This is an optimization exercise on Yosys and OpenROAD, whose aim is small area and a short achievable clock period, not a production implementation.
In this exercise RTL edits were held to simulation tests only and were not proved equivalent to the original.
Power is estimated from default activity; no workload was simulated.

### flow/run.sh
#!/bin/bash
# Layout flow: the standard ORFS flow (standard.sh, unchanged synthesis),
# with the input and output ports buffered by buf_4 cells instead of the
# resizer's default pick (a slow delay cell), so the port paths start fast.
# The full output of the flow goes to flow_make.log in this folder.
set -euo pipefail
export BUFFER_PORTS_ARGS="-buffer_cell sky130_fd_sc_hd__buf_4"
bash standard.sh finish > flow_make.log 2>&1
### standard.sh
#!/bin/bash
# synth_recipe.tcl (not shown) runs the flow's synth.tcl, then flattens the netlist and writes it again
# the make line also repeats each setting of config.mk as NAME=value (left out here)
make -C /OpenROAD-flow-scripts/flow DESIGN_CONFIG=/design/flow/config.mk WORK_HOME=/design/flow/orfs CLKGATE_MAP_FILE= SYNTH_SCRIPT=/design/flow/synth_recipe.tcl "${@:-finish}"
### config.mk
export PLATFORM = sky130hd
export DESIGN_NAME = conv_top
export DESIGN_NICKNAME = conv_top
export VERILOG_FILES = /design/flow/design.v
export SDC_FILE = /design/flow/constraint.sdc
export NUM_CORES = 4
export LEC_CHECK = 0
export CAP_MARGIN = 20
export CORE_MARGIN = 2
export CORE_UTILIZATION = 45
export CTS_CLUSTER_DIAMETER = 80
export CTS_CLUSTER_SIZE = 25
export SETUP_SLACK_MARGIN = 2.5
export SLEW_MARGIN = 60
export SYNTH_MEMORY_MAX_BITS = 8192
### constraint.sdc
create_clock -name core_clock -period 5.0 [get_ports {i_Clk}]
set_input_delay 1.0000 -clock core_clock [delete_from_list [all_inputs] [get_ports {i_Clk}]]
set_output_delay 1.0000 -clock core_clock [all_outputs]
set_load 0.01 [all_outputs]
### design.v
package conv_types_pkg;
    typedef logic [8-1:0] pixel_t;
    typedef struct packed {
        pixel_t p2;     
        pixel_t p1;
        pixel_t p0;     
    } column_t;
    typedef struct packed {
        column_t c2;    
        column_t c1;
        column_t c0;    
    } window_t;
    typedef logic [9-1:0] fm_addr_t;
endpackage
package conv_ctrl_pkg;
    typedef enum logic [1:0] {
        IDLE  = 2'b00,
        WORK  = 2'b01,
        PAUSE = 2'b10
    } conv_state_e;
endpackage
`timescale 1ns/1ps
module conv_ctrl (
    input  logic i_Clk,
    input  logic i_reset,
    input  logic i_f_start,
    input  logic i_f_stop,
    output logic o_shift,      
    output logic o_idle,       
    output logic o_idle_next,  
    output logic o_full_new    
);
    conv_ctrl_pkg::conv_state_e state_q;
    conv_ctrl_pkg::conv_state_e state_d;
    logic [1:0] fill_q;
    logic [1:0] fill_d;
    always_comb begin
        state_d = state_q;
        fill_d  = fill_q;
        case (state_q)
            conv_ctrl_pkg::IDLE: begin
                fill_d = 2'b00;
                if (i_f_start)
                    state_d = conv_ctrl_pkg::WORK;
            end
            conv_ctrl_pkg::WORK: begin
                fill_d = {fill_q[0] | fill_q[1], 1'b1};
                if (i_f_stop)
                    state_d = conv_ctrl_pkg::PAUSE;
            end
            conv_ctrl_pkg::PAUSE: begin
                if (i_f_start)
                    state_d = conv_ctrl_pkg::WORK;
                else if (i_f_stop)
                    state_d = conv_ctrl_pkg::IDLE;
            end
            default: begin
                state_d = conv_ctrl_pkg::IDLE;
                fill_d  = 2'b00;
            end
        endcase
    end
    always_ff @(posedge i_Clk or negedge i_reset) begin
        if (!i_reset) begin
            state_q    <= conv_ctrl_pkg::IDLE;
            fill_q     <= 2'b00;
            o_full_new <= 1'b0;
        end else begin
            state_q    <= state_d;
            fill_q     <= fill_d;
            o_full_new <= (state_q == conv_ctrl_pkg::WORK) && fill_q[1];
        end
    end
    assign o_shift = (state_q == conv_ctrl_pkg::WORK);
    assign o_idle      = (state_q == conv_ctrl_pkg::IDLE);
    assign o_idle_next = (state_d == conv_ctrl_pkg::IDLE);
endmodule
`timescale 1ns/1ps
module conv_window (
    input  logic                    i_Clk,
    input  logic                    i_shift,
    input  conv_types_pkg::column_t i_column,
    output conv_types_pkg::pixel_t  o_cs2,    
    output conv_types_pkg::pixel_t  o_cs1,
    output conv_types_pkg::pixel_t  o_cs0     
);
    conv_types_pkg::pixel_t cs2_q, cs1_q, cs0_q;
    always_ff @(posedge i_Clk) begin
        if (i_shift) begin
            cs0_q <= cs1_q;
            cs1_q <= cs2_q;
            cs2_q <= i_column.p0 + i_column.p1 + i_column.p2;
        end
    end
    assign o_cs2 = cs2_q;
    assign o_cs1 = cs1_q;
    assign o_cs0 = cs0_q;
endmodule
`timescale 1ns/1ps
module conv_mac (
    input  logic                   i_Clk,
    input  logic                   i_reset,
    input  conv_types_pkg::pixel_t i_cs2,
    input  conv_types_pkg::pixel_t i_cs1,
    input  conv_types_pkg::pixel_t i_cs0,
    input  logic                   i_full_new,
    output conv_types_pkg::pixel_t o_data,
    output logic                   o_valid,
    output conv_types_pkg::pixel_t o_wr_data    
);
    conv_types_pkg::pixel_t sum;
    assign sum = i_cs2 + i_cs1 + i_cs0;
    always_ff @(posedge i_Clk) begin
        if (i_full_new)
            o_wr_data <= sum;
    end
    always_ff @(posedge i_Clk or negedge i_reset) begin
        if (!i_reset) begin
            o_data  <= '0;
            o_valid <= 1'b0;
        end else begin
            o_valid <= i_full_new;
            if (i_full_new)
                o_data <= sum;
        end
    end
endmodule
`timescale 1ns/1ps
module feature_map_ram (
    input  logic                     i_Clk,
    input  logic                     i_reset,
    input  logic                     i_clear,
    input  logic                     i_wr_en,
    input  logic                     i_wr_en_next,   
    input  logic                     i_clear_next,   
    input  conv_types_pkg::pixel_t   i_wr_data,
    input  conv_types_pkg::fm_addr_t i_rd_addr,
    output conv_types_pkg::pixel_t   o_rd_data,
    output logic                     o_fm_full
);
    localparam int N    = 417;
    localparam int AW   = 9;
    localparam int CW   = 5;                         
    localparam int COLS = 1 << CW;
    localparam int ROWS = (N + COLS - 1) / COLS;
    conv_types_pkg::pixel_t mem [0:N-1];
    logic [COLS-1:0]        wp_col;                  
    logic [ROWS-1:0]        wp_row;                  
    logic                   full_q, full_d;
    logic                   wr_ok, wr_ok_q;
    assign o_fm_full = full_q;
    assign wr_ok     = wr_ok_q;
    always_comb begin
        full_d = full_q;
        if (i_clear)
            full_d = 1'b0;
        else if (wr_ok)
            full_d = wp_row[(N - 1) / COLS] && wp_col[(N - 1) % COLS];
    end
    always_ff @(posedge i_Clk or negedge i_reset) begin
        if (!i_reset) begin
            wp_col <= COLS'(1);
            wp_row <= ROWS'(1);
        end else if (i_clear) begin
            wp_col <= COLS'(1);
            wp_row <= ROWS'(1);
        end else if (wr_ok) begin
            wp_col <= {wp_col[COLS-2:0], wp_col[COLS-1]};
            if (wp_col[COLS-1])
                wp_row <= {wp_row[ROWS-2:0], 1'b0};
        end
    end
    always_ff @(posedge i_Clk or negedge i_reset) begin
        if (!i_reset) begin
            full_q  <= 1'b0;
            wr_ok_q <= 1'b0;
        end else begin
            full_q  <= full_d;
            wr_ok_q <= i_wr_en_next && !full_d && !i_clear_next;
        end
    end
    logic [COLS-1:0] r_col;
    logic [ROWS-1:0] w_row, r_row;
    always_comb begin
        for (int c = 0; c < COLS; c++)
            r_col[c] = (i_rd_addr[CW-1:0] == CW'(c));
        for (int r = 0; r < ROWS; r++) begin
            w_row[r] = wp_row[r] && wr_ok;
            r_row[r] = (i_rd_addr[AW-1:CW] == (AW - CW)'(r));
        end
    end
    for (genvar i = 0; i < N; i++) begin : g_word
        always_ff @(posedge i_Clk) begin
            if (w_row[i / COLS] && wp_col[i % COLS])
                mem[i] <= i_wr_data;
        end
    end
    conv_types_pkg::pixel_t col_rd [0:COLS-1];
    conv_types_pkg::pixel_t rd_d;
    always_comb begin
        for (int c = 0; c < COLS; c++) begin
            col_rd[c] = '0;
            for (int r = 0; r < ROWS; r++) begin
                if (r * COLS + c < N)
                    col_rd[c] = col_rd[c] | (mem[(r * COLS + c) % N] & {8{r_row[r]}});
            end
        end
        rd_d = '0;
        for (int c = 0; c < COLS; c++)
            rd_d = rd_d | (col_rd[c] & {8{r_col[c]}});
    end
    always_ff @(posedge i_Clk) begin
        o_rd_data <= rd_d;
    end
endmodule
`timescale 1ns/1ps
module conv_top (
    input  logic                     i_Clk,
    input  logic                     i_reset,
    input  conv_types_pkg::column_t  i_column,
    input  logic                     i_f_start,
    input  logic                     i_f_stop,
    input  conv_types_pkg::fm_addr_t i_rd_addr,
    output conv_types_pkg::pixel_t   o_data,
    output logic                     o_valid,
    output logic                     o_fm_full,
    output conv_types_pkg::pixel_t   o_rd_data
);
    logic                   shift, idle, idle_next, full_new;
    conv_types_pkg::pixel_t cs2, cs1, cs0;
    conv_types_pkg::pixel_t wr_data;
    conv_ctrl u_ctrl (
        .i_Clk      (i_Clk),
        .i_reset    (i_reset),
        .i_f_start  (i_f_start),
        .i_f_stop   (i_f_stop),
        .o_shift    (shift),
        .o_idle     (idle),
        .o_idle_next(idle_next),
        .o_full_new (full_new)
    );
    conv_window u_window (
        .i_Clk    (i_Clk),
        .i_shift  (shift),
        .i_column (i_column),
        .o_cs2    (cs2),
        .o_cs1    (cs1),
        .o_cs0    (cs0)
    );
    conv_mac u_mac (
        .i_Clk      (i_Clk),
        .i_reset    (i_reset),
        .i_cs2      (cs2),
        .i_cs1      (cs1),
        .i_cs0      (cs0),
        .i_full_new (full_new),
        .o_data     (o_data),
        .o_valid    (o_valid),
        .o_wr_data  (wr_data)
    );
    feature_map_ram u_fm_ram (
        .i_Clk      (i_Clk),
        .i_reset    (i_reset),
        .i_clear    (idle),
        .i_wr_en    (o_valid),
        .i_wr_en_next(full_new),
        .i_clear_next(idle_next),
        .i_wr_data  (wr_data),
        .i_rd_addr  (i_rd_addr),
        .o_rd_data  (o_rd_data),
        .o_fm_full  (o_fm_full)
    );
endmodule
==> flow_summary_export.csv, run 1 <==
group,metric,value,unit
timing,finalSetupViolCount,0,
clocking,cts_tree,"built",
logic_synthesis,ys_ff_latch,3438,
timing,whs,0.3132,ns
route,first_iter_violations,14720,
logic_synthesis,ys.flop_type,"edfxtp_1",
logic_synthesis,syn_area_per_cell,17.91,um2
clocking,cts.path.max_buffers,4,
logic_synthesis,yosysTopAreaCellShare,0.8006,
logic_synthesis,yosysMostFrequentCell,"edfxtp_1",
floorplanning,rows,194,
global_route,grt_pass1_wl,556500,um
floorplanning,core_area,279400,um2
clocking,h-tree-depth,4,
route,vias,75400,
route,drt_wl_total,415600,um
power,power.leakage,0.04624,uW
timing,tightestPinTransition,0.6691,ns
place,portBuffers,54,
floorplanning,fp.dieW,533.8,um
logic_synthesis,synth_nets,7119,
place,dpl_cell_area,134500,um2
logic_synthesis,yosysTopAreaCell,"edfxtp_1",
clocking,clock-sinks,3438,
setup_path,end_kind,"flip-flop",
logic_synthesis,synth_cells,7054,
final_layout,drive_gt1_frac,0.1607,
logic_synthesis,yosysUniqueCellTypes,57,
floorplanning,initial_core_util,0.4521,
timing,maxSlewHeadroom,0.5526,
global_route,grt_pass1_vias,70080,
setup_path,arrival,3.89,ns
logic_synthesis,syn-cell-area,126300,um2
logic_synthesis,async_flop_share,0.01803,
power,powerDensity,366.9,nW/um2
final_layout,regArea,103000,um2
setup_path,cp_max_fo,36,
route,viasPerCell,6.710,
timing,fin_crit_sh,0.6242,
place,placed_cells,10720,
final_layout,multiInputGateArea,22240,um2
final_layout,fin_area,143700,um2
timing,hold_viol,0,
clocking,numCtsBuffers,173,
timing,drv_slew,0,
timing,fin_worst_skew,0.05113,ns
floorplanning,die-area,285000,um2
power,ir_drop,247.8,uV
setup_path,cp.required,5.77,ns
run,max_cap_viol_count,0,
clocking,cts-root-buf,"clkbuf_16",
global_route,grt_usage,0.2749,
timing,fmax,320.4,MHz
global_route,grt-ovfl-total,0,
clocking,path_clk_slew,0.10,ns
clocking,insertion_delay,0.90,ns
route,drc,0,
timing,rsz0062_at_grt,"yes",
place,place_ws,0.3882,ns
logic_synthesis,yosysSeqAreaShare,0.8142,
logic_synthesis,netlist_top_cells_count,"edfxtp_1 (3368), a22oi_1 (1268), nand3_1 (499)",
floorplanning,fp.dieH,533.8,um
logic_synthesis,synth_area_leaders,"edfxtp_1 (80%), a22oi_1 (7.5%), and3_1 (2.0%)",
setup_path,path_class,"in -> reg",
floorplanning,ios,55,
final_layout,fill_cells,22060,
logic_synthesis,ys_warn_count,6,
worst_hold_path,min_path_type,"in -> reg",
outcome,status,"timing/DRC/antenna clean",
final_layout,nets,7429,
setup_path,worstSetupStartpointType,"input port",
global_route,antenna_found_initial,46,
timing,setup_slack,1.879,ns
power,p_total,52720,uW
final_layout,final_cells,11240,
route,drtPass1Iterations,9,
final_layout,syn2layout_area_growth,13.76,%
timing,period_minus_slack,3.121,ns
global_route,grt_max_degree,130,
route,wl_per_cell,36.99,um
place,dp_hpwl,245100,um
place,gp_congestion,0.8862,
route,postRouteAntennaNets,0,
logic_synthesis,synth_edf_count,3368,
registers in the layout, summed over array words and instances (netlist names), 2 cells and up:
register and count:
u_window.cs2_q 8, u_ctrl.state_q 2, u_mac.o_data 8, u_fm_ram.wp_col 32, u_ctrl.fill_q 2, u_fm_ram.wp_row 14, u_fm_ram.mem 3336, u_window.cs1_q 8
u_fm_ram.o_rd_data 8, u_mac.o_wr_data 8, u_window.cs0_q 8
layout by cell type, fill, tap and decap left out, types with 10 or more instances in the layout:
cell and count:
edfxtp_1 3368, a22oi_1 1248, nand3_1 493, buf_4 354, and3_1 260, a222oi_1 252
clkbuf_16 207, and3_2 148, o21ai_0 135, buf_12 110, nand4_1 66, o21ai_1 65
buf_6 59, clkbuf_1 57, buf_16 56, nor2_1 51, nand2_1 48, diode_2 47
o21ai_2 42, inv_1 39, mux2i_1 34, dfrtp_1 27, a21oi_1 25, a22oi_2 20
dfrtp_2 20, fa_1 14, xnor2_1 13, mux2_2 13, dfrtp_4 13, o21ai_4 11
ha_1 11, bufbuf_16 11, nor2_4 10
power by group:
group          switching (uW)  internal (uW)
clock network            9130           7010
logic                    2680           1160
registers                 163          32600
layer usage:
layer,GRT usage,up-vias,share of wire
met2,0.4251,5466,0.46
met4,0.1044,34,0.042
li1,-,30070,-
met5,0,-,0.00050
met1,0.3792,39070,0.37
met3,0.06583,764,0.13
through the flow:
| stage | util | TNS (ns) |
|---|---|---|
| after floorplan | - | -4259.14 |
| after global placement | 0.4765 | 0 |
| after detailed placement | 0.4812 | 0 |
| after CTS | 0.5055 | 0 |
| after global routing | 0.5140 | 0 |
| final | 0.5144 | 0 |
logic make-up after synthesis:
logic type               after synthesis  share of synthesized area
AO/OA/AOI/OAI                       1829                     0.1083
XOR/XNOR                              16                   0.001109
adder cells (fa/ha/maj)               28                   0.003724
buffers and inverters                544                    0.01810
flip-flops                          3438                     0.8142
multiplexers                          49                   0.004120
AND/OR/NAND/NOR                     1150                    0.05047
critical path, cell delays in order:
cell	delay [ns]
buf_16	0.14
nor4bb_4	0.20
buf_12	0.21
buf_4	0.24
a222oi_1	0.36
nand3_1	0.10
o21ai_0	0.39
nand4_1	0.53
nor4_2	0.42
buf_4	0.20
nand2_2	0.06
worst paths after layout:
check                                                from                             end  depth (start not counted)  slack (ns)
hold / removal                                  i_f_start     u_ctrl.state_q[1]$_DFF_PN0_                          2        0.31
setup reg to reg           u_fm_ram.mem[416][2]$_DFFE_PP_   u_fm_ram.o_rd_data[2]$_DFF_P_                          8        2.20
setup / recovery                             i_rd_addr[5]   u_fm_ram.o_rd_data[4]$_DFF_P_                         11        1.88
max in group asynchronous                         i_reset  u_fm_ram.wp_col[8]$_DFFE_PN0P_                          3        3.45
hold reg to reg               u_window.cs1_q[7]$_DFFE_PP_     u_window.cs0_q[7]$_DFFE_PP_                          0        0.46
min in group asynchronous                         i_reset     u_mac.o_data[7]$_DFFE_PN0P_                          2        0.56
repair_timing:
action / in CTS / in global routing
gates resized for setup: 213 / 195
endpoints found under the hold margin: 22 / 0
setup buffers: 45 / 81
gates cloned: 15 / 30
hold buffers: 1 / 0
setup endpoints to repair: 141 / 519
pin swaps: 88 / 85
final cells by class:
type | count | area share
timing repair buffer | 636 | 0.05826
inverter | 42 | 0.001106
antenna | 47 | 0.0008184
clock inverter | 41 | 0.003726
clock buffer | 236 | 0.03242
sequential | 3438 | 0.7165
tap | 3724 | 0.03242
multi-input combinational | 3073 | 0.1548
==> run 2, diff against run 1 <==
==> run.sh (new file) <==
#!/bin/bash
# synth_recipe.tcl (not shown) runs the flow's synth.tcl, then flattens the netlist and writes it again
# the make line also repeats each setting of config.mk as NAME=value (left out here)
make -C /OpenROAD-flow-scripts/flow DESIGN_CONFIG=/design/flow/config.mk WORK_HOME=/design/flow/orfs CLKGATE_MAP_FILE= SYNTH_SCRIPT=/design/flow/synth_recipe.tcl finish
removed: flow/run.sh
removed: standard.sh
==> run 2 against run 1 <==
Largest power group unchanged. Critical path depth rose by 4. Final area barely moved. Setup slack got worse by 0.19 ns. Highest routed layer unchanged. Wire length fell by 0.91%. Clock skew rose by 0.019 ns.
==> flow_summary_export.csv, run 2 <==
group,metric,value,unit
floorplanning,die-area,285000,um2
clocking,cts-root-buf,"clkbuf_16",
final_layout,syn2layout_area_growth,13.71,%
place,portBuffers,54,
timing,finalSetupViolCount,0,
final_layout,fin_area,143600,um2
logic_synthesis,yosysMostFrequentCell,"edfxtp_1",
setup_path,setup.worst_path.start,"i_rd_addr[7]",
final_layout,fill_cells,22150,
setup_path,regToRegStartpoint,"u_fm_ram.mem[95][2]$_DFFE_PP_",
route,first_iter_violations,14320,
route,drc,0,
setup_path,r2r_cells,7,
setup_path,cp_max_fo,37,
logic_synthesis,synth_edf_count,3368,
outcome,status,"timing/DRC/antenna clean",
logic_synthesis,syn_area_per_cell,17.91,um2
timing,rsz0062_at_grt,"yes",
run,max_cap_viol_count,0,
global_route,grt_max_degree,128,
timing,maxSlewHeadroom,0.5688,
final_layout,drive_gt1_frac,0.1528,
logic_synthesis,yosysTopAreaCellShare,0.8006,
final_layout,nets,7515,
route,wl_per_cell,36.37,um
global_route,grt_pass1_vias,71400,
setup_path,end_kind,"flip-flop",
clocking,cts.path.max_buffers,4,
setup_path,r2r_slack,2.25,ns
power,p_switching,11930,uW
logic_synthesis,yosysUniqueCellTypes,57,
setup_path,worstSetupStartpointType,"input port",
power,ir_drop,348.9,uV
clocking,hold_buffers,0,
place,dp_hpwl,256700,um
timing,fmax,302.2,MHz
logic_synthesis,ys.flop_type,"edfxtp_1",
timing,tightestPinTransition,0.6468,ns
global_route,grt-ovfl-total,0,
power,p_clk_frac,0.307,
clocking,path_clk_slew,0.10,ns
floorplanning,fp.dieW,533.8,um
final_layout,regMostFlops,"u_fm_ram.mem",
clocking,clock-sinks,3438,
setup_path,arrival,4.07,ns
final_layout,largest_reg_flops,3336,
final_layout,final_cell_mix,"edfxtp_1 (3368), a22oi_1 (1256), nand3_1 (498), buf_4 (416), and3_1 (336)",
final_layout,reg.largest.list,"u_fm_ram.mem x3336, u_fm_ram.wp_col x32, u_fm_ram.wp_row x14",
logic_synthesis,yosysTopAreaCell,"edfxtp_1",
power,cell_internal_pwr,40820,uW
clocking,cts_tree,"built",
route,viasPerCell,6.669,
worst_hold_path,min_path_type,"in -> async",
logic_synthesis,syn-cell-area,126300,um2
floorplanning,fp.dieH,533.8,um
logic_synthesis,synth_area_leaders,"edfxtp_1 (80%), a22oi_1 (7.5%), and3_1 (2.0%)",
place,placed_cells,10870,
logic_synthesis,ys_warn_count,6,
setup_path,regToRegEndpoint,"u_fm_ram.o_rd_data[2]$_DFF_P_",
global_route,grt_pass1_wl,569400,um
power,swShare,0.2261,
floorplanning,initial_core_util,0.4521,
route,drt_wl_total,411800,um
route,drtPass1Iterations,9,
clocking,numCtsBuffers,172,
logic_synthesis,async_flop_share,0.01803,
timing,fin_crit_sh,0.6618,
final_layout,final_common_cell,"edfxtp_1",
clocking,insertion_delay,0.92,ns
global_route,grt_usage,0.2810,
logic_synthesis,netlist_top_cells_count,"edfxtp_1 (3368), a22oi_1 (1268), nand3_1 (499)",
timing,whs,0.06392,ns
global_route,antenna_found_initial,36,
power,power_frac_comb,0.073,
place,place_ws,-0.09470,ns
logic_synthesis,synth_nets,7119,
floorplanning,rows,194,
setup_path,path_class,"in -> reg",
setup_path,cp.required,5.77,ns
power,power.leakage,0.04646,uW
power,seq_power_share,0.621,
place,dpl_cell_area,135600,um2
power,powerDensity,367.2,nW/um2
timing,setup_slack,1.691,ns
place,gp_congestion,0.9210,
timing,period_minus_slack,3.309,ns
timing,drv_slew,0,
route,postRouteAntennaNets,0,
floorplanning,core_area,279400,um2
logic_synthesis,synth_cells,7054,
clocking,h-tree-depth,4,
timing,hold_viol,0,
floorplanning,ios,55,
logic_synthesis,ys_ff_latch,3438,
setup_path,crit_path_end,"u_fm_ram.o_rd_data[7]$_DFF_P_",
power,p_total,52750,uW
final_layout,final_cells,11320,
timing,fin_worst_skew,0.07046,ns
route,vias,75510,
logic_synthesis,yosysSeqAreaShare,0.8142,
[run 2: worst max-delay path, cell delays in order]
cell      delay (ns)
buf_12          0.11
buf_12          0.11
buf_12          0.13
nor4bb_4        0.15
buf_4           0.16
buf_8           0.15
buf_12          0.17
a22oi_1         0.33
nand3_1         0.19
o21ai_2         0.25
buf_4           0.16
nand4_1         0.45
nor4_2          0.34
buf_4           0.17
nand2_1         0.06
[run 2: layer usage]
| layer | vias to the layer above | GRT usage | share of wire |
|---|---|---|---|
| met4 | 14 | 0.1082 | 0.042 |
| met3 | 662 | 0.06244 | 0.12 |
| li1 | 30240 | - | - |
| met5 | - | 0 | 0.00028 |
| met2 | 5256 | 0.4345 | 0.46 |
| met1 | 39340 | 0.3902 | 0.38 |
[run 2: cells by family after synthesis]
family,after synthesis,share of synthesized area
buf+inv,544,0.01810
mux,49,0.004120
simple gates,1150,0.05047
fa+ha+maj,28,0.003724
xor+xnor,16,0.001109
flops,3438,0.8142
compound gates,1829,0.1083
[run 2: what timing repair did]
action | 4_1_cts | 5_1_grt
gates cloned | 20 | 4
resized for setup | 341 | 72
setup buffers | 72 | 17
endpoints found under the hold margin | 0 | 0
pin swaps | 119 | 72
setup endpoints to repair | 29 | 19
[run 2: cell type report]
| cell class | count | area [um2] | area share |
|---|---|---|---|
| clock buffers | 227 | 4552 | 0.03169 |
| flip-flops and latches | 3438 | 103000 | 0.7167 |
| multi-input cells | 3074 | 21980 | 0.1531 |
| inverters | 42 | 158.9 | 0.001106 |
| clock inverters | 41 | 613.1 | 0.004268 |
| diodes | 55 | 137.6 | 0.0009581 |
| well taps | 3724 | 4659 | 0.03244 |
| repair buffers | 722 | 8582 | 0.05974 |
[run 2: worst min-delay path by stage]
stage	slack (ns)	cells past startpoint	endpoint
after floorplan	0.43	0	u_window.cs0_q[0]$_DFFE_PP_
after global placement	0.44	0	u_window.cs0_q[0]$_DFFE_PP_
after detailed placement	0.44	0	u_window.cs1_q[0]$_DFFE_PP_
after CTS	0.02	1	u_mac.o_data[1]$_DFFE_PN0P_
after global routing	0.04	1	u_mac.o_data[2]$_DFFE_PN0P_
final	0.06	1	u_mac.o_data[3]$_DFFE_PN0P_
[run 2: power by group through the flow]
stage	combinational (uW)	sequential, uW	clock, uW
2_1_floorplan	1060	34400	0
3_3_place_gp	3220	33500	0
3_5_place_dp	3510	33400	0
4_1_cts	3660	32700	16200
5_1_grt	4050	32800	17100
6_report	3830	32700	16200
[run 2: metrics by stage]
step                       TNS, ns  utilization
final                            0       0.5141
after floorplan           -4259.14            -
after detailed placement  -0.09470       0.4855
after CTS                        0       0.5106
after global placement     -0.2308       0.4811
after global routing             0       0.5137
==> run 3, diff against run 2 <==
--- a/config.mk
+++ b/config.mk
@@ -10,6 +10,7 @@
 export CORE_UTILIZATION = 45
 export CTS_CLUSTER_DIAMETER = 80
 export CTS_CLUSTER_SIZE = 25
+export PLACE_DENSITY = 0.72
 export SETUP_SLACK_MARGIN = 2.5
 export SLEW_MARGIN = 60
 export SYNTH_MEMORY_MAX_BITS = 8192
==> run 3 against run 2 <==
Hold slack gained 0.018 ns. Synthesized cell count is the same. Critical path depth shrank 1. Non-clock buffer count shrank 123. Via count grew 1.1%. Final area shrank 1.1%. Still clean.
==> flow_summary_export.csv, run 3 <==
group,metric,value,unit
final_layout,final_cell_mix,"edfxtp_1 (3368), a22oi_1 (1252), nand3_1 (491), and3_1 (334), buf_4 (334)",
global_route,grt-ovfl-total,0,
route,postRouteAntennaNets,0,
global_route,grt_max_degree,138,
place,gp_congestion,0.9323,
place,placed_cells,10740,
outcome,status,"timing/DRC/antenna clean",
power,ir_drop,250.6,uV
floorplanning,core_area,279400,um2
clocking,path_clk_slew,0.10,ns
logic_synthesis,synth_edf_count,3368,
timing,fmax,297.1,MHz
logic_synthesis,yosysTopAreaCellShare,0.8006,
final_layout,syn2layout_area_growth,12.43,%
final_layout,nets,7378,
final_layout,final_common_cell,"edfxtp_1",
power,p_switching,11470,uW
timing,maxSlewHeadroom,0.5446,
setup_path,critical-path-top-delay-family,"simple AND/OR/NAND/NOR gates",
clocking,h-tree-depth,4,
place,place_ws,-0.1081,ns
logic_synthesis,synth_area_leaders,"edfxtp_1 (80%), a22oi_1 (7.5%), and3_1 (2.0%)",
clocking,numCtsBuffers,159,
global_route,grt_pass1_vias,71630,
clocking,cts.path.max_buffers,3,
clocking,hold_buffers,0,
clocking,clock-sinks,3438,
power,cell_internal_pwr,39810,uW
timing,tightestPinTransition,0.6760,ns
logic_synthesis,syn_area_per_cell,17.91,um2
route,viasPerCell,6.837,
timing,drv_slew,0,
timing,fin_crit_sh,0.6733,
logic_synthesis,ys.flop_type,"edfxtp_1",
global_route,antenna_found_initial,33,
timing,fin_worst_skew,0.04702,ns
final_layout,reg.largest.list,"u_fm_ram.mem x3336, u_fm_ram.wp_col x32, u_fm_ram.wp_row x14",
logic_synthesis,netlist_top_cells_count,"edfxtp_1 (3368), a22oi_1 (1268), nand3_1 (499)",
setup_path,crit_path_frequent_cell,"buf_12",
route,first_iter_violations,17140,
clocking,cts_tree,"built",
run,max_cap_viol_count,0,
setup_path,path_class,"in -> reg",
floorplanning,fp.dieW,533.8,um
route,drc,0,
global_route,grt_pass1_wl,545600,um
logic_synthesis,syn-cell-area,126300,um2
logic_synthesis,ys_warn_count,6,
power,power.leakage,0.04558,uW
timing,setup_slack,1.634,ns
logic_synthesis,synth_nets,7119,
setup_path,cp.required,5.76,ns
floorplanning,fp.dieH,533.8,um
timing,whs,0.08229,ns
global_route,grt_usage,0.2659,
logic_synthesis,ys_ff_latch,3438,
setup_path,end_kind,"flip-flop",
power,p_clk_frac,0.288,
setup_path,cp_max_fo,6,
setup_path,cp_cell_sequence,"buf_12 > buf_12 > nor4bb_4 > buf_4 > buf_12 > buf_16 > buf_12 > buf_16 > a222oi_1 > nand3_1 > o21ai_4 > nand4_1 > nor4_4 > nand2_1",
final_layout,fin_util,0.5084,
setup_path,crit_buf_inv,7,
clocking,insertion_delay,0.89,ns
timing,period_minus_slack,3.366,ns
route,vias,76320,
logic_synthesis,yosysUniqueCellTypes,57,
logic_synthesis,yosysSeqAreaShare,0.8142,
setup_path,critPathMaxStageDelay,0.58,ns
route,drt_wl_total,390900,um
timing,rsz0062_at_grt,"yes",
timing,finalSetupViolCount,0,
worst_hold_path,min_path_type,"in -> async",
place,portBuffers,54,
power,seq_power_share,0.639,
setup_path,critPathSlowestCell,"nor4_4",
floorplanning,initial_core_util,0.4521,
logic_synthesis,yosysTopAreaCell,"edfxtp_1",
power,powerDensity,361.0,nW/um2
final_layout,drive_gt1_frac,0.1400,
floorplanning,die-area,285000,um2
final_layout,regMostFlops,"u_fm_ram.mem",
clocking,cts-root-buf,"clkbuf_16",
setup_path,worstSetupStartpointType,"input port",
logic_synthesis,async_flop_share,0.01803,
floorplanning,ios,55,
final_layout,largest_reg_flops,3336,
logic_synthesis,synth_cells,7054,
timing,hold_viol,0,
timing,final.setup.tns,0,ns
route,drtPass1Iterations,14,
power,swShare,0.2237,
setup_path,arrival,4.12,ns
route,wl_per_cell,35.02,um
final_layout,final_cells,11160,
place,dp_hpwl,234400,um
floorplanning,rows,194,
power,power_frac_comb,0.073,
logic_synthesis,yosysMostFrequentCell,"edfxtp_1",
-- run 3: power by group through the flow --
stage / combinational (uW) / clock [uW] / sequential [uW]
2_1_floorplan: 1060 / 0 / 34400
5_1_grt: 3920 / 15600 / 32800
3_5_place_dp: 3410 / 0 / 33400
4_1_cts: 3580 / 14700 / 32700
3_3_place_gp: 3090 / 0 / 33400
6_report: 3750 / 14800 / 32700
-- run 3: kinds of logic after synthesis --
kind of cell	after synthesis	synth area share
adders and majority gates	28	0.003724
and+or+nand+nor	1150	0.05047
AOI/OAI and AO/OA	1829	0.1083
DFF	3438	0.8142
xor gates and xnor gates	16	0.001109
buffers and inverters	544	0.01810
muxes	49	0.004120
-- run 3: final timing paths --
kind,from,end,slack (ns),depth (start not counted)
max,i_rd_addr[6],u_fm_ram.o_rd_data[0]$_DFF_P_,1.63,14
min,i_reset,u_mac.o_data[7]$_DFFE_PN0P_,0.08,1
max reg2reg,u_fm_ram.mem[197][2]$_DFFE_PP_,u_fm_ram.o_rd_data[2]$_DFF_P_,2.21,7
min reg2reg,u_window.cs1_q[0]$_DFFE_PP_,u_window.cs0_q[0]$_DFFE_PP_,0.46,0
max in group asynchronous,i_reset,u_fm_ram.wp_col[10]$_DFFE_PN0P_,4.05,2
min in group core_clock,u_window.cs1_q[0]$_DFFE_PP_,u_window.cs0_q[0]$_DFFE_PP_,0.46,0
-- run 3: metrics by stage --
step | power [uW] | cell area, um2
final | 51280 | 142000
after global routing | 52300 | 141900
after CTS | 51020 | 141000
after detailed placement | 36800 | 134400
after global placement | 36520 | 133300
after floorplan | 35420 | 126300
-- run 3: layout make-up --
| class | count | area (um2) |
|---|---|---|
| antenna | 47 | 117.6 |
| clock buffer | 223 | 4314 |
| clock inverter | 17 | 202.7 |
| multi-input combinational | 3073 | 22170 |
| timing repair buffer | 599 | 7443 |
| tap | 3724 | 4659 |
| inverter | 42 | 158.9 |
| fill | 21530 | 137400 |
| sequential | 3438 | 103000 |
-- run 3: per-layer routing --
metal,vias to the layer above,global-route usage,part of all wire
met5,-,0,0.00034
met2,7062,0.3968,0.45
met1,38260,0.3516,0.34
met3,1084,0.07910,0.16
met4,16,0.1429,0.061
li1,29900,-,-
-- run 3: timing repair --
action                                  in CTS  in global routing
resized for setup                          343                128
setup buffers                               82                 20
pin swaps                                  107                 69
endpoints found under the setup margin      30                216
gates cloned                                21                  2
==> run 4, diff against run 3 <==
--- a/design.v
+++ b/design.v
@@ -196,7 +196,8 @@
         end
     end
     conv_types_pkg::pixel_t col_rd [0:COLS-1];
-    conv_types_pkg::pixel_t rd_d;
+    conv_types_pkg::pixel_t rd_lo_d, rd_hi_d;
+    conv_types_pkg::pixel_t rd_lo_q, rd_hi_q;
     always_comb begin
         for (int c = 0; c < COLS; c++) begin
             col_rd[c] = '0;
@@ -205,13 +206,18 @@
                     col_rd[c] = col_rd[c] | (mem[(r * COLS + c) % N] & {8{r_row[r]}});
             end
         end
-        rd_d = '0;
-        for (int c = 0; c < COLS; c++)
-            rd_d = rd_d | (col_rd[c] & {8{r_col[c]}});
+        rd_lo_d = '0;
+        rd_hi_d = '0;
+        for (int c = 0; c < COLS / 2; c++)
+            rd_lo_d = rd_lo_d | (col_rd[c] & {8{r_col[c]}});
+        for (int c = COLS / 2; c < COLS; c++)
+            rd_hi_d = rd_hi_d | (col_rd[c] & {8{r_col[c]}});
     end
     always_ff @(posedge i_Clk) begin
-        o_rd_data <= rd_d;
-    end
+        rd_lo_q <= rd_lo_d;
+        rd_hi_q <= rd_hi_d;
+    end
+    assign o_rd_data = rd_lo_q | rd_hi_q;
 endmodule
 `timescale 1ns/1ps
 module conv_top (
==> run 4 against run 3 <==
Still clean on timing, DRC and antenna. Clock skew is 0.037 ns higher. Wire length decreased by 0.50%. Critical path depth down 4. Sequential share of layout area shrank 0.65 points. Largest cell class unchanged. Highest routed layer unchanged.
==> flow_summary_export.csv, run 4 <==
group,metric,value,unit
outcome,status,"timing/DRC/antenna clean",
place,gp_congestion,0.8972,
power,powerDensity,359.9,nW/um2
logic_synthesis,netlist_top_cells_count,"edfxtp_1 (3368), a22oi_1 (1276), nand3_1 (511)",
setup_path,regToRegStartpoint,"u_fm_ram.wp_row[8]$_DFFE_PN0P_",
logic_synthesis,ys_ff_latch,3446,
setup_path,critical-path-top-delay-family,"simple AND/OR/NAND/NOR gates",
logic_synthesis,async_flop_share,0.01799,
timing,fin_worst_skew,0.08440,ns
final_layout,final_cells,11200,
global_route,antenna_found_initial,31,
clocking,h-tree-depth,4,
logic_synthesis,yosysTopAreaCellShare,0.8015,
timing,tightestPinTransition,0.6748,ns
global_route,grt_max_degree,146,
final_layout,drive_gt1_frac,0.1427,
place,dp_hpwl,219700,um
logic_synthesis,synth_edf_count,3368,
setup_path,path_class,"in -> reg",
floorplanning,fp.dieH,533.5,um
setup_path,path_depth,10,
final_layout,fin_area,143500,um2
place,place_ws,0.2311,ns
logic_synthesis,synth_cells,7045,
clocking,clock-sinks,3446,
power,power_frac_comb,0.075,
floorplanning,die-area,284700,um2
power,cell_internal_pwr,40130,uW
logic_synthesis,yosysTopAreaCell,"edfxtp_1",
global_route,grt-ovfl-total,0,
place,portBuffers,54,
power,swShare,0.2231,
power,power.leakage,0.04606,uW
run,max_cap_viol_count,0,
floorplanning,ios,55,
setup_path,worstSetupStartpointType,"input port",
floorplanning,core_area,279100,um2
place,dpl_cell_area,134300,um2
timing,setup_slack,1.956,ns
logic_synthesis,yosysMostFrequentCell,"edfxtp_1",
route,drt_wl_total,389000,um
power,p_switching,11530,uW
final_layout,largest_reg_flops,3336,
logic_synthesis,syn-cell-area,126200,um2
setup_path,critPathSlowestCell,"or4_1",
timing,final.setup.tns,0,ns
place,placed_cells,10690,
setup_path,arrival,3.78,ns
timing,fin_crit_sh,0.6089,
timing,finalSetupViolCount,0,
power,seq_power_share,0.634,
route,drtPass1Iterations,10,
timing,period_minus_slack,3.044,ns
route,postRouteAntennaNets,0,
logic_synthesis,yosysSeqAreaShare,0.8163,
logic_synthesis,yosysUniqueCellTypes,48,
power,ir_drop,293.1,uV
route,vias,76490,
global_route,grt_usage,0.2612,
logic_synthesis,synth_nets,7110,
final_layout,syn2layout_area_growth,13.73,%
power,p_total,51650,uW
setup_path,r2r_slack,2.45,ns
clocking,cts.path.max_buffers,4,
final_layout,nets,7369,
final_layout,final_common_cell,"edfxtp_1",
setup_path,end_kind,"flip-flop",
setup_path,cp.required,5.73,ns
route,first_iter_violations,15160,
logic_synthesis,ys.flop_type,"edfxtp_1",
route,drc,0,
setup_path,regToRegEndpoint,"u_fm_ram.mem[276][2]$_DFFE_PP_",
global_route,grt_pass1_wl,539100,um
setup_path,critPathMaxStageDelay,0.58,ns
route,wl_per_cell,34.74,um
final_layout,regMostFlops,"u_fm_ram.mem",
timing,maxSlewHeadroom,0.5501,
setup_path,crit_buf_inv,4,
power,p_clk_frac,0.291,
logic_synthesis,ys_warn_count,6,
final_layout,reg.largest.list,"u_fm_ram.mem x3336, u_fm_ram.wp_col x32, u_fm_ram.wp_row x14",
clocking,numCtsBuffers,164,
timing,fmax,328.5,MHz
setup_path,cp_max_fo,47,
setup_path,cp_cell_sequence,"buf_12 > buf_12 > nor4b_4 > buf_12 > buf_4 > a222oi_1 > nand3_1 > o21ai_0 > nand4_1 > or4_1",
logic_synthesis,synth_area_leaders,"edfxtp_1 (80%), a22oi_1 (7.6%), nand3_1 (2.0%)",
floorplanning,initial_core_util,0.4521,
global_route,grt_pass1_vias,71640,
timing,rsz0062_at_grt,"yes",
worst_hold_path,min_path_type,"in -> async",
clocking,path_clk_slew,0.09,ns
final_layout,fill_cells,21460,
clocking,insertion_delay,0.93,ns
timing,hold_viol,0,
timing,drv_slew,0,
floorplanning,rows,194,
clocking,cts_tree,"built",
setup_path,crit_path_frequent_cell,"buf_12",
final_layout,final_cell_mix,"edfxtp_1 (3368), a22oi_1 (1217), nand3_1 (494), and3_1 (382), buf_4 (256)",
logic_synthesis,syn_area_per_cell,17.91,um2
route,viasPerCell,6.832,
clocking,cts-root-buf,"clkbuf_16",
setup_path,r2r_cells,2,
floorplanning,fp.dieW,533.5,um
run 4: cell types whose count changed after synthesis, sizes merged, moves of 12 or more:
cell,before,now
or4,2,16
buf,211,115
nor4,13,1
clkbuf,291,387
nand2,50,33
nand3,499,511
run 4: what timing repair did:
item / in CTS / in global routing
buffers inserted: 62 / 48
cloned: 41 / 9
hold buffers: 0 / 0
resized for setup: 529 / 129
setup endpoints to repair: 37 / 29
pin swaps: 222 / 114
run 4: metrics by stage:
| step | utilization | hold slack, ns |
|---|---|---|
| 2_1_floorplan | - | 0.4264 |
| 3_3_place_gp | 0.4756 | 0.4295 |
| 3_5_place_dp | 0.4812 | 0.4494 |
| 4_1_cts | 0.5087 | 0.02557 |
| 5_1_grt | 0.5136 | 0.05050 |
| 6_report | 0.5141 | 0.04360 |
run 4: logic make-up after synthesis:
logic type	share of synthesized area
flip-flops	0.8163
AO/OA/AOI/OAI	0.1088
AND/OR/NAND/NOR	0.04942
buffers and inverters	0.01705
multiplexers	0.003510
adder cells (fa/ha/maj)	0.003728
XOR/XNOR	0.001111
run 4: power by group through the flow:
stage / Sequential [uW] / Combinational [uW] / Clock (uW)
2_1_floorplan: 34400 / 1050 / 0
3_3_place_gp: 33500 / 3030 / 0
3_5_place_dp: 33400 / 3380 / 0
4_1_cts: 32800 / 3630 / 14900
5_1_grt: 32800 / 4040 / 15800
6_report: 32800 / 3870 / 15000
run 4: final cells by class:
type,instances,area [um2],area share
Clock buffer,258,4488,0.03127
Tap cell,3724,4659,0.03247
Clock inverter,9,127.6,0.0008892
Sequential cell,3446,103100,0.7184
Inverter,41,155.1,0.001081
Antenna cell,66,165.2,0.001151
Multi-Input combinational cell,3056,22420,0.1562
Timing Repair Buffer,595,8401,0.05853
run 4: worst max path at each step:
| stage | slack, ns | from | to |
|---|---|---|---|
| after floorplan | -1.28 | u_mac.o_wr_data[0]$_DFFE_PP_ | u_fm_ram.mem[0][0]$_DFFE_PP_ |
| after global routing | 1.98 | i_rd_addr[8] | u_fm_ram.rd_hi_q[6]$_DFF_P_ |
| after CTS | 2.09 | i_rd_addr[8] | u_fm_ram.rd_hi_q[6]$_DFF_P_ |
| after global placement | -0.04 | i_rd_addr[6] | u_fm_ram.rd_hi_q[1]$_DFF_P_ |
| final | 1.96 | i_rd_addr[8] | u_fm_ram.rd_hi_q[6]$_DFF_P_ |
| after detailed placement | 0.23 | i_rd_addr[7] | u_fm_ram.rd_hi_q[6]$_DFF_P_ |
run 4: routing by layer:
metal | global-route usage | vias to the layer above | part of all wire
met5 | 0 | - | 0.00037
li1 | - | 29960 | -
met2 | 0.3969 | 6972 | 0.45
met3 | 0.06804 | 1096 | 0.15
met4 | 0.1372 | 18 | 0.059
met1 | 0.3470 | 38440 | 0.34
==> run 5, diff against run 4 <==
==> flow/run.sh (new file) <==
#!/bin/bash
# Layout flow: the standard ORFS flow (standard.sh, unchanged synthesis),
# with the input and output ports buffered by buf_4 cells instead of the
# resizer's default pick (a slow delay cell), so the port paths start fast.
# The full output of the flow goes to flow_make.log in this folder.
set -euo pipefail
export BUFFER_PORTS_ARGS="-buffer_cell sky130_fd_sc_hd__buf_4"
bash standard.sh finish > flow_make.log 2>&1
==> standard.sh (new file) <==
#!/bin/bash
# synth_recipe.tcl (not shown) runs the flow's synth.tcl, then flattens the netlist and writes it again
# the make line also repeats each setting of config.mk as NAME=value (left out here)
make -C /OpenROAD-flow-scripts/flow DESIGN_CONFIG=/design/flow/config.mk WORK_HOME=/design/flow/orfs CLKGATE_MAP_FILE= SYNTH_SCRIPT=/design/flow/synth_recipe.tcl "${@:-finish}"
--- a/config.mk
+++ b/config.mk
@@ -10,7 +10,6 @@
 export CORE_UTILIZATION = 45
 export CTS_CLUSTER_DIAMETER = 80
 export CTS_CLUSTER_SIZE = 25
-export PLACE_DENSITY = 0.72
 export SETUP_SLACK_MARGIN = 2.5
 export SLEW_MARGIN = 60
 export SYNTH_MEMORY_MAX_BITS = 8192
removed: run.sh
==> run 5 against run 4 <==
Synthesized cell count stayed put. Combinational power rose by 2%. Non-clock buffer count up 11. Fmax is 0.56% higher. Register-to-register slack lost 0.03 ns. Sequential cell count unchanged. Highest routed layer unchanged. Still clean on timing, DRC and antenna.
==> flow_summary_export.csv, run 5 <==
group,metric,value,unit
timing,fin_crit_sh,0.6055,
timing,rsz0062_at_grt,"yes",
logic_synthesis,yosysTopAreaCell,"edfxtp_1",
setup_path,arrival,3.77,ns
route,viasPerCell,6.744,
power,p_switching,11860,uW
timing,tightestPinTransition,0.6586,ns
floorplanning,die-area,284700,um2
power,power.leakage,0.04629,uW
final_layout,fill_cells,22230,
place,dp_hpwl,238000,um
logic_synthesis,synth_nets,7110,
setup_path,cp.required,5.74,ns
timing,finalSetupViolCount,0,
final_layout,drive_gt1_frac,0.1506,
timing,drv_slew,0,
setup_path,worstSetupStartpointType,"input port",
global_route,grt.met3_usage,0.05983,
clocking,cts-root-buf,"clkbuf_16",
final_layout,regMostFlops,"u_fm_ram.mem",
power,seq_power_share,0.626,
timing,fin_worst_skew,0.05586,ns
logic_synthesis,ys.flop_type,"edfxtp_1",
power,cell_internal_pwr,40480,uW
clocking,clock-sinks,3446,
clocking,insertion_delay,0.89,ns
outcome,status,"timing/DRC/antenna clean",
clocking,path_clk_slew,0.10,ns
final_layout,largest_reg_flops,3336,
logic_synthesis,syn-cell-area,126200,um2
final_layout,final_common_cell,"edfxtp_1",
logic_synthesis,netlist_top_cells_count,"edfxtp_1 (3368), a22oi_1 (1276), nand3_1 (511)",
global_route,grt_pass1_vias,70660,
power,swShare,0.2267,
global_route,grt_pass1_wl,568700,um
setup_path,path_class,"in -> reg",
global_route,grt-ovfl-total,0,
final_layout,final_cell_mix,"edfxtp_1 (3368), a22oi_1 (1252), nand3_1 (499), and3_1 (353), buf_4 (296)",
floorplanning,fp.dieH,533.5,um
floorplanning,fp.dieW,533.5,um
setup_path,cp_max_fo,17,
logic_synthesis,ys_ff_latch,3446,
place,gp_congestion,0.8492,
route,drt_wl_total,413700,um
route,first_iter_violations,14530,
place,dpl_cell_area,134200,um2
route,drtPass1Iterations,9,
setup_path,end_kind,"flip-flop",
logic_synthesis,synth_area_leaders,"edfxtp_1 (80%), a22oi_1 (7.6%), nand3_1 (2.0%)",
final_layout,regArea,103100,um2
clocking,cts.path.max_buffers,4,
floorplanning,initial_core_util,0.4521,
timing,final.setup.tns,0,ns
timing,hold_viol,0,
floorplanning,ios,55,
logic_synthesis,yosysMostFrequentCell,"edfxtp_1",
clocking,cts_tree,"built",
global_route,use_met2,0.4258,
logic_synthesis,yosysSeqAreaShare,0.8163,
global_route,grt_usage,0.2815,
final_layout,nets,7385,
global_route,grt.busiest_layer,"met2",
logic_synthesis,yosysUniqueCellTypes,48,
route,wl_per_cell,36.95,um
logic_synthesis,synth_edf_count,3368,
power,p_clk_frac,0.298,
final_layout,fin_area,143900,um2
power,power_frac_comb,0.076,
global_route,grt_max_degree,134,
floorplanning,core_area,279100,um2
clocking,numCtsBuffers,169,
power,powerDensity,363.7,nW/um2
global_route,antenna_found_initial,43,
route,vias,75520,
clocking,h-tree-depth,4,
logic_synthesis,yosysTopAreaCellShare,0.8015,
timing,maxSlewHeadroom,0.5580,
worst_hold_path,min_path_type,"in -> reg",
logic_synthesis,synth_cells,7045,
logic_synthesis,syn_area_per_cell,17.91,um2
final_layout,syn2layout_area_growth,14.06,%
timing,fmax,330.3,MHz
timing,period_minus_slack,3.027,ns
final_layout,reg.largest.list,"u_fm_ram.mem x3336, u_fm_ram.wp_col x32, u_fm_ram.wp_row x14",
final_layout,multiInputGateArea,22400,um2
route,drc,0,
power,ir_drop,289.8,uV
place,portBuffers,54,
route,postRouteAntennaNets,0,
global_route,use_met1,0.4034,
run,max_cap_viol_count,0,
logic_synthesis,ys_warn_count,6,
final_layout,fin_util,0.5156,
logic_synthesis,async_flop_share,0.01799,
floorplanning,rows,194,
[run 5: cell counts after synthesis]
Identical to the previous run, type by type.
[run 5: routing by layer]
metal,share of wire,up-vias
li1,-,29950
met1,0.38,39170
met2,0.45,5644
met3,0.13,734
met4,0.039,20
met5,0.00040,-
[run 5: final timing paths]
path                                                 from                         endpoint  slack (ns)  depth (start not counted)
max                                          i_rd_addr[8]      u_fm_ram.rd_hi_q[0]$_DFF_P_        1.97                         11
min                                             i_f_start      u_ctrl.state_q[1]$_DFF_PN0_        0.34                          2
max reg2reg                u_fm_ram.mem[339][0]$_DFFE_PP_      u_fm_ram.rd_hi_q[0]$_DFF_P_        2.42                          5
min reg2reg                   u_window.cs2_q[0]$_DFFE_PP_      u_window.cs1_q[0]$_DFFE_PP_        0.47                          0
max in group asynchronous                         i_reset  u_fm_ram.wp_col[27]$_DFFE_PN0P_        3.42                          4
min in group asynchronous                         i_reset      u_ctrl.o_full_new$_DFF_PN0_        0.56                          2
[run 5: critical path, cell delays in order]
cell     delay, ns
buf_16        0.12
nor4b_4       0.14
buf_4         0.15
buf_4         0.15
buf_4         0.18
buf_6         0.18
a22oi_1       0.21
nand3_1       0.15
o21ai_4       0.28
nand4_1       0.55
or4_1         0.63
[run 5: kinds of logic (layout without fill, tap and decap cells)]
logic type               count (synthesis)  in the layout  synth area share
AO/OA/AOI/OAI                         1838           1838            0.1088
buffers and inverters                  543            913           0.01705
multiplexers                            43             43          0.003510
other                                    0             58                 0
flip-flops                            3446           3446            0.8163
adder cells (fa/ha/maj)                 28             28          0.003728
XOR/XNOR                                16             16          0.001111
AND/OR/NAND/NOR                       1131           1131           0.04942
[run 5: metrics by stage]
stage	hold WS (ns)	setup slack, ns	total power [uW]	cells
6_report	0.3389	1.973	52350	11200
2_1_floorplan	0.4264	-1.277	35480	7045
5_1_grt	0.3032	2.008	53480	11150
3_5_place_dp	0.4533	0.6537	36870	10660
3_3_place_gp	0.4306	0.1568	36590	10590
4_1_cts	0.04043	2.040	52140	11100
[run 5: layout make-up]
cell class	instances	area share
diodes	58	0.001008
clock buffers	239	0.03172
clock inverters	27	0.002112
inverters	41	0.001078
multi-input cells	3056	0.1556
flip-flops and latches	3446	0.7164
well taps	3724	0.03237
repair buffers	606	0.05968
[run 5: power groups by stage]
stage                     Clock [uW]  Sequential (uW)  Combinational (uW)
after floorplan                    0            34400                1050
after detailed placement           0            33400                3450
after CTS                      15600            32800                3760
final                          15600            32800                3960
after global routing           16500            32800                4160
after global placement             0            33500                3110
[run 5: repair_timing]
action	in CTS	in global routing
pin swaps	202	107
endpoints found under the setup margin	27	29
hold endpoints to repair	0	23
cloned	43	4
setup buffers	127	24
hold buffers	0	1
resized for setup	361	114

[port drivers added, routing unchanged]
How much do the figures lean on ideal ports? The routed layouts below were timed once more, with nothing changed but the port constraints.
Step 1 sets driving cells, clkbuf_16 on the clock port and buf_2 on the other inputs (assumed; they add their load-dependent delay and slew).
Step 2, shift: input delay + t, output delay - t, t = (earliest + latest rising clock arrival at the registers) / 2. This alone moves slack from input paths to output paths.
Three values: no drivers, after step 1, after step 2; two values: the first two.
| run | shift t [ns] | slack for setup (ns) | worst register clock-pin slew, ns | worst data-port slew with drivers (ns) | pins driven straight from the clock port |
|---|---|---|---|---|---|
| run 1 | 0.976 | 1.879 / 1.775 / 0.799 | 0.10 / 0.10 | 0.25 | 1 |
| run 2 | 0.980 | 1.691 / 1.737 / 0.757 | 0.11 / 0.11 | 0.22 | 1 |
| run 3 | 0.962 | 1.634 / 1.685 / 0.723 | 0.10 / 0.10 | 0.06 | 1 |
| run 4 | 0.971 | 1.956 / 1.868 / 0.898 | 0.11 / 0.11 | 0.23 | 1 |
| run 5 | 0.960 | 1.973 / 1.892 / 0.932 | 0.11 / 0.11 | 0.25 | 1 |
After both steps setup and hold are still met in every run listed. The setup slack of run 1, which loses most, moves by -0.104 ns with the drivers and by -1.080 ns with both steps.
